From an optimization exercise on the open Yosys and OpenROAD flow, aimed at small area; shortcuts taken in it are not production practice. Only simulation tests tie the RTL to the original design; equivalence was not proved. No activity file was given, so power comes from the tool's default toggle rates.

### design.v
package rv32i_rf_pkg;
  typedef enum logic [1:0] {
    ST_IDLE = 2'd0,
    ST_RUN  = 2'd1,
    ST_DONE = 2'd2
  } mbox_state_e;
  localparam int DEF_IN_BASE    = 28;
  localparam int DEF_N_IN       = 2;
  localparam int DEF_START_REG  = 31;
  localparam int DEF_RESULT_REG = 10;
endpackage
module rv32i_mbox_ctrl
#(
  parameter int XLEN = 32,
  parameter int N_IN = rv32i_rf_pkg::DEF_N_IN
) (
  input  logic                       clk,
  input  logic                       rst_n,
  input  logic                       req_valid,
  output logic                       req_ready,
  input  logic [N_IN*XLEN-1:0]       req_opnd,
  output logic                       res_valid,
  input  logic                       res_ready,
  output logic [XLEN-1:0]            res_data,
  output logic                       busy,
  input  logic                       result_we,
  input  logic                       abort_we,
  input  logic [XLEN-1:0]            wdata,
  output logic                       run,
  output logic [N_IN-1:0][XLEN-1:0]  opnd
);
  rv32i_rf_pkg::mbox_state_e                state_q, state_d;
  logic [N_IN-1:0][XLEN-1:0]  opnd_q, opnd_d;
  logic [XLEN-1:0]            res_data_q, res_data_d;
  always_comb begin
    state_d    = state_q;
    opnd_d     = opnd_q;
    res_data_d = res_data_q;
    case (state_q)
      rv32i_rf_pkg::ST_IDLE: begin
        if (req_valid) begin
          opnd_d  = req_opnd;
          state_d = rv32i_rf_pkg::ST_RUN;
        end
      end
      rv32i_rf_pkg::ST_RUN: begin
        if (result_we) begin
          res_data_d = wdata;
          state_d    = rv32i_rf_pkg::ST_DONE;
        end else if (abort_we) begin
          state_d = rv32i_rf_pkg::ST_IDLE;
        end
      end
      rv32i_rf_pkg::ST_DONE: begin
        if (res_ready) state_d = rv32i_rf_pkg::ST_IDLE;
      end
      default: state_d = rv32i_rf_pkg::ST_IDLE;
    endcase
  end
  always_ff @(posedge clk or negedge rst_n) begin
    if (!rst_n) begin
      state_q    <= rv32i_rf_pkg::ST_IDLE;
      opnd_q     <= '0;
      res_data_q <= '0;
    end else begin
      state_q    <= state_d;
      opnd_q     <= opnd_d;
      res_data_q <= res_data_d;
    end
  end
  assign req_ready = (state_q == rv32i_rf_pkg::ST_IDLE);
  assign res_valid = (state_q == rv32i_rf_pkg::ST_DONE);
  assign busy      = (state_q != rv32i_rf_pkg::ST_IDLE);
  assign run       = (state_q == rv32i_rf_pkg::ST_RUN);
  assign res_data  = res_data_q;
  assign opnd      = opnd_q;
endmodule
module rv32i_mbox_reg_file
#(
  parameter int XLEN       = 32,
  parameter int NREGS      = 32,
  parameter int IN_BASE    = rv32i_rf_pkg::DEF_IN_BASE,
  parameter int N_IN       = rv32i_rf_pkg::DEF_N_IN,
  parameter int START_REG  = rv32i_rf_pkg::DEF_START_REG,
  parameter int RESULT_REG = rv32i_rf_pkg::DEF_RESULT_REG
) (
  input  logic                       clk,
  input  logic                       rst_n,
  input  logic [$clog2(NREGS)-1:0]   rs1_addr,
  input  logic [$clog2(NREGS)-1:0]   rs2_addr,
  output logic [XLEN-1:0]            rs1_data,
  output logic [XLEN-1:0]            rs2_data,
  input  logic                       rd_we,
  input  logic [$clog2(NREGS)-1:0]   rd_addr,
  input  logic [XLEN-1:0]            rd_data,
  input  logic                       req_valid,
  output logic                       req_ready,
  input  logic [N_IN*XLEN-1:0]       req_opnd,
  output logic                       res_valid,
  input  logic                       res_ready,
  output logic [XLEN-1:0]            res_data,
  output logic                       busy
);
  localparam int AW = $clog2(NREGS);
  localparam logic [AW-1:0] START_A  = AW'(START_REG);
  localparam logic [AW-1:0] RESULT_A = AW'(RESULT_REG);
  if (IN_BASE < 1 || N_IN < 1 || IN_BASE + N_IN > NREGS ||
      START_REG < 1 || START_REG >= NREGS ||
      RESULT_REG < 1 || RESULT_REG >= NREGS || START_REG == RESULT_REG ||
      (START_REG  >= IN_BASE && START_REG  < IN_BASE + N_IN) ||
      (RESULT_REG >= IN_BASE && RESULT_REG < IN_BASE + N_IN)) begin : g_param_err
    $error("rv32i_mbox_reg_file: illegal mailbox register placement");
  end
  function automatic logic is_opnd(input logic [AW-1:0] a);
    is_opnd = (32'(a) >= IN_BASE) && (32'(a) < IN_BASE + N_IN);
  endfunction
  function automatic logic is_writable(input logic [AW-1:0] a);
    is_writable = (a != '0) && !is_opnd(a) && (a != START_A);
  endfunction
  logic                       run;
  logic [N_IN-1:0][XLEN-1:0]  opnd;
  logic                       result_we, abort_we;
  assign result_we = rd_we && (rd_addr == RESULT_A);
  assign abort_we  = rd_we && (rd_addr == START_A) && !rd_data[0];
  rv32i_mbox_ctrl #(.XLEN(XLEN), .N_IN(N_IN)) u_ctrl (
    .clk       (clk),
    .rst_n     (rst_n),
    .req_valid (req_valid),
    .req_ready (req_ready),
    .req_opnd  (req_opnd),
    .res_valid (res_valid),
    .res_ready (res_ready),
    .res_data  (res_data),
    .busy      (busy),
    .result_we (result_we),
    .abort_we  (abort_we),
    .wdata     (rd_data),
    .run       (run),
    .opnd      (opnd)
  );
  logic [NREGS-1:0][XLEN-1:0] regs_q;
  logic [NREGS-1:0][XLEN-1:0] regs_d;
  always_comb begin
    regs_d = regs_q;
    if (rd_we && is_writable(rd_addr)) regs_d[rd_addr] = rd_data;
  end
  always_ff @(posedge clk or negedge rst_n) begin
    if (!rst_n) begin
      for (int i = 0; i < NREGS; i++) regs_q[i] <= '0;
    end else begin
      regs_q <= regs_d;
    end
  end
  logic [1:0][AW-1:0]   rs_addr;
  logic [1:0][XLEN-1:0] rs_data;
  assign rs_addr = {rs2_addr, rs1_addr};
  for (genvar p = 0; p < 2; p++) begin : g_rd
    logic [XLEN-1:0] rd_val;
    always_comb begin
      rd_val = regs_q[rs_addr[p]];
      for (int k = 0; k < N_IN; k++) begin
        if (32'(rs_addr[p]) == IN_BASE + k) rd_val = opnd[k];
      end
      if (rs_addr[p] == START_A) rd_val = {{(XLEN-1){1'b0}}, run};
      if (rs_addr[p] == '0)      rd_val = '0;
    end
    assign rs_data[p] = rd_val;
  end
  assign rs1_data = rs_data[0];
  assign rs2_data = rs_data[1];
endmodule
### run.sh
#!/bin/bash
# synth_recipe.tcl (not shown) runs the flow's synth.tcl, then flattens the netlist and writes it again
# the make line also repeats each setting of config.mk as NAME=value (left out here)
make -C /OpenROAD-flow-scripts/flow DESIGN_CONFIG=/design/flow/config.mk WORK_HOME=/design/flow/orfs CLKGATE_MAP_FILE= SYNTH_SCRIPT=/design/flow/synth_recipe.tcl finish
### config.mk
export PLATFORM = sky130hd
export DESIGN_NAME = rv32i_mbox_reg_file
export DESIGN_NICKNAME = rv32i_mbox_reg_file
export VERILOG_FILES = /design/flow/design.v
export SDC_FILE = /design/flow/constraint.sdc
export NUM_CORES = 4
export LEC_CHECK = 0
export CAP_MARGIN = 20
export CORE_MARGIN = 2
export CORE_UTILIZATION = 40
export PLACE_DENSITY = 0.6
export SLEW_MARGIN = 20
### constraint.sdc
create_clock -name core_clock -period 6.0 [get_ports {clk}]
set_input_delay 1.2000 -clock core_clock [delete_from_list [all_inputs] [get_ports {clk}]]
set_output_delay 1.2000 -clock core_clock [all_outputs]
set_load 0.01 [all_outputs]
==> notes.md <==
[Yosys cell counts, types with 3 or more instances]
cell      instances  area, sq um
nor2b_1          49          307
and3_1            3         18.8
clkbuf_1        250          938
dfrtp_1        1122        28100
a21oi_1          35          175
o21ai_0          59          295
o211a_1          21          210
nor3_1           28          140
inv_1             7         26.3
buf_2           151          756
nand2_2           5         31.3
o221ai_1         35          307
ha_1              4         50.1
nand2b_1          4         25.0
nor2_2            4         25.0
mux2_1           42          473
o22ai_1          30          188
nand3_1          19         95.1
o22a_1            6         52.6
nand4_1           4         25.0
mux2i_1          73          731
nor2_1           53          199
buf_4            14          105
nor4_1           16          100
and2_1            6         37.5
mux4_2          534        12000
nand2_1          22         82.6
a22oi_1          46          345
buf_1            24         90.1
mux2_2         1083        12200
a211oi_1         97          728
[cell families after synthesis]
| logic type | share of synthesized area, % |
|---|---|
| AO/OA/AOI/OAI | 4.13 |
| buffers and inverters | 3.25 |
| flip-flops | 47.4 |
| XOR/XNOR | 0.0296 |
| multiplexers | 42.9 |
| AND/OR/NAND/NOR | 2.13 |
| adder cells (fa/ha/maj) | 0.0845 |
[power groups by stage]
stage	Sequential [W]	Clock [W]	Combinational, W
finish	0.0112	0.00813	0.00606
global placement	0.0111	0	0.00596
global route	0.0114	0.00858	0.00644
detailed placement	0.0112	0	0.00607
CTS	0.0111	0.00829	0.00609
floorplan	0.0107	0	0.00439
[worst min path at each step]
stage / from / to / slack (ns) / depth (start not counted)
after floorplan: u_ctrl.state_q[1] / u_ctrl.state_q[0] / 0.42 / 1
after detailed placement: regs_q[16] / regs_q[16] / 0.38 / 0
after CTS: regs_q[21] / regs_q[21] / 0.40 / 0
after global routing: regs_q[26] / regs_q[26] / 0.41 / 0
after global placement: regs_q[27] / regs_q[27] / 0.38 / 0
final: regs_q[23] / regs_q[23] / 0.39 / 0
[through the flow]
step                      worst slack (ns)  utilization [%]
after floorplan                       1.81                -
after global placement               0.611             43.6
after detailed placement             0.616             43.5
after CTS                            0.604             46.5
after global routing                 0.472             46.5
final                                0.490             46.5
[cell type report]
cell class,instances,area share [%]
antenna,4,0.0146
timing repair buffer,411,6.01
sequential,1122,41.0
clock inverter,39,0.669
tap,1930,3.53
inverter,7,0.0384
multi-input combinational,2314,43.0
clock buffer,197,5.70
[state kept, by name, indices dropped and copies added (netlist names)]
name / count
u_ctrl.state_q: 2
u_ctrl.res_data_q: 32
u_ctrl.opnd_q: 64
regs_q: 1024
[layer usage]
| layer | GRT usage [%] | vias to the layer above |
|---|---|---|
| li1 | - | 15400 |
| met4 | 9.89 | 4 |
| met1 | 37.6 | 21100 |
| met5 | 0 | - |
| met3 | 5.13 | 372 |
| met2 | 40.3 | 1614 |
==> qor.txt <==
=================================================================================
Slowest stage cell on the critical path                                   o21ai_1
Clock insertion delay at the later pin of the skew report                 0.76 ns
Capture point of the critical path                                    rs2_data[2]
Required arrival time at the worst endpoint                               4.80 ns
Clock H-tree levels                                                             4
Minimum period implied by the final worst setup slack                     5.51 ns
Transition time at the pin with the least slew margin                     1.11 ns
Total congestion overflow                                                       0
Launching point of the worst reg2reg path                            u_ctrl.state_q[0]
Initial antenna violation count                                                11
I/O pin count                                                                 215
Mean Syn Cell Area                                                     15.2 sq um
Hold crit path type                                                       reg2reg
Setup CP Type                                                              in2out
Synthesis-to-layout area growth                                             15.6%
Final antenna-violating net count                                               0
Commonest non-fill, non-tap cell in the layout                            dfrtp_1
Amount of wire on met2 after detailed routing                           91,500 um
Drt initial violations                                                      3,610
Reported leakage power                                                    29.3 nW
Setup TNS                                                                    0 ns
Starting utilization of the core area                                       40.2%
Std cell rows                                                                 141
Total routed wire length on the met1 layer                              84,700 um
Overall via count from detail_route                                         38.5k
Worst-case reg-to-reg path depth                                                5
Most frequent cells in the layout                                    1,122 x dfrtp_1, 1,083 x mux2_2, 534 x mux4_2
Maximum clock frequency                                                 0.181 GHz
Die width                                                                  389 um
Worst path cell trace                                                buf_6 -> nand2_1 -> o21ai_1 -> buf_4 -> nor2_1 -> nor4_1 -> clkdlybuf4s50_1
Post-Place Cells                                                            5,783
TritonCTS clock tree                                                        built
First-pass GRT wire length                                             289,000 um
Critical Path Stages                                                            7
End of the worst register-to-register path                           u_ctrl.opnd_q[20]
Worst hold slack across all endpoints                                    0.394 ns
Max Buffers Root-to-Sink                                                        3
Height of the die                                                          389 um
Count of flip-flops with a built-in enable after synthesis                      0
Power consumption                                                        0.0254 W
RSZ-0062 raised after global routing                                           no
Setup skew after layout                                                 0.0186 ns
Post-detailed-placement cell area                                    0.0641 sq mm
Logic gate share of total power                                             23.9%
Final setup violation count                                                     0
Storage cell area                                                    0.0281 sq mm
Fin. max-slew vios                                                              0
Clock buffer count from CTS                                                   134
Largest stage delay, worst path                                           0.73 ns
Area of the core                                                      0.147 sq mm
Die footprint                                                         0.151 sq mm
Met3 Routed Length                                                      15,800 um
Power dissipated by switching net loads                                 0.00721 W
Fill count                                                                  12.9k
Cell Count, Final, Fillers Out                                              6,024
Detailed Place HPWL                                                    123,000 um
Top layer used by detailed routing                                           met5
Post-Syn Nets                                                               4,003
Sw Ratio                                                                    28.4%
Number of violations of the max-capacitance limit                               0
Fraction of final layout cells with drive strength greater than 1           51.3%
Synth Instances                                                             3,883
Mean number of vias per cell                                                 6.39
Net count of the finished layout                                            4,110
Power density of the placed cells                                     371 mW/mm^2
Startpoint class of the critical path                                  input port
Root buf cell                                                           clkbuf_16
Routed len/inst                                                           33.1 um
CTS hold repair buffers                                                         0
Clock Pin Slew Worst Setup and Hold Paths                                 0.06 ns
Share of the cycle needed by the critical path after routing                91.8%
Count of buffers added by post-CTS timing repair for setup                      0
Number of clock sinks seen by CTS                                           1,122
Arrival time of the worst setup path                                      4.31 ns
Total global-route track usage                                              26.4%
Largest net degree at the start of global routing                             157
Via count of the first global-routing pass                                  39.0k
Fraction of the yosys area taken by sequential cells                        47.4%
Total area of multi-input combinational cells                        0.0295 sq mm
Result of the run                                        timing/DRC/antenna clean
Post-detailed-route DRC marker count                                            0
Number of synthesis warnings                                                    2
FF-to-FF setup slack                                                      3.48 ns
Post-cts resize count                                                           0
Total count of hold-check failures in the final report                          0
VDD IR-drop max                                                            204 uV
Number of input and output port buffers inserted                              214
Number of optimization iterations in the first detailed-route pass              7
Timing startpoint of the critical path                                rs2_addr[2]
Int Pwr                                                                  0.0182 W
Aggregate routed wire length                                           199,000 um
Sequential share of power                                                   44.1%
Synthesized flop and latch total                                            1,122
Buffers plus inverters on the worst setup path                                  3
Clock share of power                                                        32.0%
Final cell area excluding filler cells                               0.0685 sq mm
Family with the most delay on the worst path                         buffers and inverters
Gp weighted congestion                                                      0.842
Headroom to the max-slew limit                                              26.3%
Cell variety after synth                                                       60
Worst Setup End Kind                                                  output port
Worst-path maximum fanout                                                      28
Asr flop ratio synth                                                         100%
Most common flop cell mapped by yosys                                     dfrtp_1
Post-Synthesis Cell Area                                             0.0592 sq mm
=================================================================================

[separate check: timing with driven ports]
Ports are ideal in the flow. The routed layout listed here was re-timed in OpenROAD. Step 1, drivers: a clkbuf_16 drives clk and a buf_2 each remaining input, both assumed. Step 2 also shifts input and output timing later by t, the mid clock arrival at the registers, as if the neighbouring blocks saw the same clock. Three values: ideal, step 1, step 2; two values: the first two.
t (ns): 0.831
slack for setup (ns): 0.490 / 0.449 / 0.449
hold slack, ns: 0.394 / 0.394 / 0.394
worst slew at a driven data input, ns: 0.28
pins driven straight from the clock port: 1
After both steps setup and hold are still met in this run. The setup slack of this run moves by -0.041 ns with the drivers and by -0.041 ns with both steps.
